From an optimization exercise on the open Yosys and OpenROAD flow, aimed at small area; shortcuts taken in it are not production practice.
Function was checked by simulation only, so behaviour that the tests miss may differ from the original.
No activity file was given, so power comes from the tool's default toggle rates.

v26:
==> module dmaController, before the edit <==
module dmaController (
  input  logic         clk,
  input  logic         rst_b,
  input  logic [63:0]  ctrl,
  input  logic [127:0] srcAddr,
  input  logic [127:0] dstAddr,
  input  logic [55:0]  unitCount,
  input  logic [3:0]   startReq,
  input  logic         memWait,
  input  logic [31:0]  rdata,
  output logic [31:0]  addr,
  output logic [31:0]  wdata,
  output logic [1:0]   size,
  output logic         wen,
  output logic         busActive,
  output logic [3:0]   irq,
  output logic [3:0]   disableDma
);
  localparam int N = 4;
  localparam logic [2:0] S_OFF  = 3'b000;
  localparam logic [2:0] S_IDLE = 3'b001;
  localparam logic [2:0] S_QUE  = 3'b010;
  localparam logic [2:0] S_PRE  = 3'b011;
  localparam logic [2:0] S_RD   = 3'b100;
  localparam logic [2:0] S_WR   = 3'b101;
  logic [2:0]  state [N];
  logic [N-1:0] enPrev;
  logic [31:0] curReg [N];
  logic [31:0] othReg [N];
  logic [13:0] cntReg [N];
  logic [13:0] doneReg [N];
  logic [31:0] dataReg;
  logic [N-1:0] actR, actW, act, claim, pre, en, start, load, unitDone, last, passEnd;
  for (genvar i = 0; i < N; i++) begin : gDec
    assign en[i]    = ctrl[16*i + 15];
    assign start[i] = startReq[i];
    assign actR[i]  = state[i][2] & ~state[i][0];
    assign actW[i]  = state[i][2] &  state[i][0];
    assign act[i]   = state[i][2];
    assign claim[i] = state[i][2] | state[i][1] | ((state[i] == S_IDLE) & start[i]);
    assign load[i]  = (state[i] == S_OFF) & en[i] & ~enPrev[i];
  end
  assign pre[0] = 1'b0;
  for (genvar i = 1; i < N; i++) begin : gPre
    assign pre[i] = pre[i-1] | claim[i-1];
  end
  assign busActive = |act;
  assign wen       = |actW;
  logic [15:0] cSel;
  logic [13:0] doneSel, cntSel, doneNext;
  logic [31:0] stepAmt, nextAddr;
  logic [1:0]  mode;
  logic        lastSel;
  always_comb begin
    addr    = '0;
    cSel    = '0;
    doneSel = '0;
    cntSel  = '0;
    for (int i = 0; i < N; i++) begin
      addr    = addr    | ({32{act[i]}} & curReg[i]);
      cSel    = cSel    | ({16{act[i]}} & ctrl[16*i +: 16]);
      doneSel = doneSel | ({14{act[i]}} & doneReg[i]);
      cntSel  = cntSel  | ({14{act[i]}} & cntReg[i]);
    end
  end
  assign size     = cSel[10] ? 2'b10 : 2'b01;
  assign mode     = wen ? cSel[6:5] : cSel[8:7];
  assign stepAmt  = cSel[10] ? 32'd4 : 32'd2;
  assign nextAddr = (mode == 2'b01) ? addr - stepAmt : (mode == 2'b10) ? addr : addr + stepAmt;
  assign doneNext = doneSel + 1'b1;
  assign lastSel  = (doneNext == cntSel);
  assign wdata = {(!cSel[10] && addr[1]) ? dataReg[15:0] : dataReg[31:16], dataReg[15:0]};
  always_ff @(posedge clk) begin
    if (|actR && !memWait) dataReg <= rdata;
  end
  for (genvar i = 0; i < N; i++) begin : gChan
    logic [15:0] c;
    logic [2:0]  nxt;
    logic        canStart;
    assign c        = ctrl[16*i +: 16];
    assign canStart = ~busActive & ~pre[i];
    assign unitDone[i] = actW[i] & ~memWait;
    assign last[i]     = lastSel;
    assign passEnd[i]  = unitDone[i] & lastSel;
    always_comb begin
      nxt = state[i];
      case (state[i])
        S_OFF:  if (en[i] && !enPrev[i]) nxt = S_IDLE;
        S_IDLE: if (!en[i]) nxt = S_OFF;
                else if (start[i]) nxt = canStart ? S_RD : S_QUE;
        S_QUE:  if (start[i] && canStart) nxt = S_RD;
        S_RD:   if (!memWait) nxt = S_WR;
        S_WR:   if (!memWait) begin
                  if (lastSel) nxt = c[9] ? S_IDLE : S_OFF;
                  else         nxt = pre[i] ? S_PRE : S_RD;
                end
        S_PRE:  if (canStart) nxt = S_RD;
        default: nxt = S_OFF;
      endcase
    end
    always_ff @(posedge clk or negedge rst_b) begin
      if (!rst_b) begin
        state[i]      <= S_OFF;
        enPrev[i]     <= 1'b0;
        irq[i]        <= 1'b0;
        disableDma[i] <= 1'b0;
      end else begin
        state[i]      <= nxt;
        enPrev[i]     <= en[i];
        irq[i]        <= passEnd[i] & c[14];
        disableDma[i] <= passEnd[i] & ~c[9];
      end
    end
    logic        selLoad, selSwap, selHold, othLoad, othStep;
    logic [31:0] curNext, othNext;
    assign selLoad = load[i];
    assign selSwap = act[i] & ~memWait;
    assign selHold = ~(selLoad | selSwap);
    assign othLoad = selLoad | (passEnd[i] & c[9] & (c[6:5] == 2'b11));
    assign othStep = selSwap & ~othLoad;
    assign curNext = ({32{selLoad}} & srcAddr[32*i +: 32]) | ({32{selSwap}} & othReg[i]) |
                     ({32{selHold}} & curReg[i]);
    assign othNext = ({32{othLoad}} & dstAddr[32*i +: 32]) | ({32{othStep}} & nextAddr) |
                     ({32{selHold}} & othReg[i]);
    always_ff @(posedge clk) begin
      curReg[i] <= curNext;
      othReg[i] <= othNext;
      if (load[i]) begin
        cntReg[i] <= unitCount[14*i +: 14];
      end
      if (load[i] || passEnd[i]) begin
        doneReg[i] <= '0;
      end else if (unitDone[i]) begin
        doneReg[i] <= doneNext;
      end
    end
  end
endmodule
==> flow/config.mk <==
export PLATFORM = sky130hd
export DESIGN_NAME = dmaController
export DESIGN_NICKNAME = dmaController
export VERILOG_FILES = /design/flow/design.v
export SDC_FILE = /design/flow/constraint.sdc
export NUM_CORES = 4
export LEC_CHECK = 0
export CAP_MARGIN = 20
export CORE_MARGIN = 2
export CORE_UTILIZATION = 65
export SLEW_MARGIN = 20
==> flow/constraint.sdc <==
create_clock -name core_clock -period 8.0 [get_ports {clk}]
set_input_delay 1.6000 -clock core_clock [delete_from_list [all_inputs] [get_ports {clk}]]
set_output_delay 1.6000 -clock core_clock [all_outputs]
set_load 0.01 [all_outputs]
standard.sh (not shown) runs the stock make flow with config.mk's settings and CLKGATE_MAP_FILE= SYNTH_SCRIPT=/design/flow/synth_recipe.tcl, a recipe that flattens the netlist after the stock synthesis.
==> flow/flow/run.sh <==
#!/bin/bash
# Layout flow: the standard flow (standard.sh) with three changes.
#  1. After the standard synthesis (unchanged), the combinational logic between
#     the flip-flops is re-mapped by ABC with an area script (remap.tcl). The
#     flip-flops keep their instances, names and cell types.
#  2. Port buffers use the smallest buffer cell (buf_1).
#  3. Clock tree synthesis without dummy balancing loads, with clusters of up
#     to 20 flip-flops within 80 um.
# Each tool's output goes to its own log in this folder.
set -euo pipefail
HERE=$(pwd)
R=$HERE/orfs/results/$FLOW_PLATFORM/dmaController/base
export BUFFER_PORTS_ARGS="-buffer_cell sky130_fd_sc_hd__buf_1"
export CTS_ARGS="-sink_clustering_enable -repair_clock_nets -dont_use_dummy_load -sink_clustering_size 20 -sink_clustering_max_diameter 80"

bash standard.sh synth > synth.log 2>&1
cp $R/1_2_yosys.v $HERE/standard_synth.v
REMAP_LIB=$FLOW_HOME/platforms/sky130hd/lib/sky130_fd_sc_hd__tt_025C_1v80.lib \
REMAP_DONT_USE=$HERE/flow/dontuse.txt \
REMAP_IN=$HERE/standard_synth.v \
REMAP_TOP=$FLOW_TOP \
REMAP_SCRIPT=$HERE/flow/remap.abc \
REMAP_STAT=$HERE/remap_stat.txt \
REMAP_OUT=$HERE/remapped.v \
  yosys -c $HERE/flow/remap.tcl > remap.log 2>&1
# same flip-flops as the standard synthesis, or stop
grep -o 'sky130_fd_sc_hd__[a-z]*df[a-z0-9_]* [^ ]*' standard_synth.v | sort > regs_standard.txt
grep -o 'sky130_fd_sc_hd__[a-z]*df[a-z0-9_]* [^ ]*' remapped.v | sort > regs_remapped.txt
cmp regs_standard.txt regs_remapped.txt
cp remapped.v $R/1_2_yosys.v
rm -f $R/1_synth.odb $R/1_synth.sdc
bash standard.sh > standard.log 2>&1
Other scripts of this flow, unchanged in this note and not shown: flow/flow/dontuse.txt, flow/flow/remap.abc, flow/flow/remap.tcl
What v24 does differently from v26 at the input level:
--- a/flow/design.v
+++ b/flow/design.v
@@ -68,5 +68,5 @@
   logic [2:0]  state [N];
   logic [N-1:0] enPrev;
-  logic [31:0] curReg [N];
+  logic [31:0] curRegN [N];   
   logic [31:0] othReg [N];
   logic [13:0] cntReg [N];
@@ -100,5 +100,5 @@
     cntSel  = '0;
     for (int i = 0; i < N; i++) begin
-      addr    = addr    | ({32{act[i]}} & curReg[i]);
+      addr    = addr    | ({32{act[i]}} & ~curRegN[i]);
       cSel    = cSel    | ({16{act[i]}} & ctrl[16*i +: 16]);
       doneSel = doneSel | ({14{act[i]}} & doneReg[i]);
@@ -154,20 +154,12 @@
       end
     end
-    logic        selLoad, selSwap, selHold, othLoad, othStep;
-    logic [31:0] curNext, othNext;
-    assign selLoad = load[i];
-    assign selSwap = act[i] & ~memWait;
-    assign selHold = ~(selLoad | selSwap);
-    assign othLoad = selLoad | (passEnd[i] & c[9] & (c[6:5] == 2'b11));
-    assign othStep = selSwap & ~othLoad;
-    assign curNext = ({32{selLoad}} & srcAddr[32*i +: 32]) | ({32{selSwap}} & othReg[i]) |
-                     ({32{selHold}} & curReg[i]);
-    assign othNext = ({32{othLoad}} & dstAddr[32*i +: 32]) | ({32{othStep}} & nextAddr) |
-                     ({32{selHold}} & othReg[i]);
     always_ff @(posedge clk) begin
-      curReg[i] <= curNext;
-      othReg[i] <= othNext;
       if (load[i]) begin
+        curRegN[i] <= ~srcAddr[32*i +: 32];
+        othReg[i] <= dstAddr[32*i +: 32];
         cntReg[i] <= unitCount[14*i +: 14];
+      end else if (act[i] && !memWait) begin
+        curRegN[i] <= ~othReg[i];
+        othReg[i] <= (passEnd[i] && c[9] && c[6:5] == 2'b11) ? dstAddr[32*i +: 32] : nextAddr;
       end
       if (load[i] || passEnd[i]) begin
Findings:
v24 ended up with a higher die footprint than v26 did.
v24 vs v26 on switching share of total power: v24 is the lower one.
Termination of the worst setup path = othReg[1][31]: v24; termination of the worst setup path = othReg[3][0]: v26
Sequential share of layout area was lower in the run labelled v26.
Initial standard-cell utilization of the core: v24 and v26 compared, higher one is v26
v26 → v24: multi-input gate share of total cell area has decreased, final critical-path required period went down 1120 ps, switching power of the nets shrank by 33%, final instance area grew by about 3.7%.
In v24 relative to v26, total power of the final layout had gone down by more than 10%.
Compared with v26, v24 has extra setup slack.
The standard cell with the maximum stage delay on the critical path comes out dfrtp_2 in one run and nor4_1 in the other, namely in v26 and v24 respectively.

## re-timing with driven ports
In the flow no input, the clock included, has a driving cell. The finished layouts below were timed again as built, in two steps.
Step 1 (the two cells are an assumption about what drives the block):
set clk [get_ports {clk}]
set_driving_cell -lib_cell sky130_fd_sc_hd__clkbuf_16 $clk
set_driving_cell -lib_cell sky130_fd_sc_hd__buf_2 [delete_from_list [all_inputs] $clk]
Step 2 adds t to the input delays and takes it off the output delays; t is the mean of the earliest and latest rising clock arrival at the registers after step 1. Input paths then give back, and output paths get back, about the clock's delay inside the block.
a / b / c = ideal ports / drivers / drivers and shift; a / b = the first two.
run	shift t [ns]	setup slack, ns	worst hold slack (ns)	worst register clock-pin slew, ns
v26	0.593	0.681 / 0.681 / 0.681	0.452 / 0.452 / 0.452	0.09 / 0.09
v24	0.586	1.804 / 1.799 / 1.213	0.462 / 0.462 / 0.462	0.09 / 0.09
After both steps setup and hold are still met in every run listed. The setup slack of v24, which loses most, moves by -0.005 ns with the drivers and by -0.591 ns with both steps.
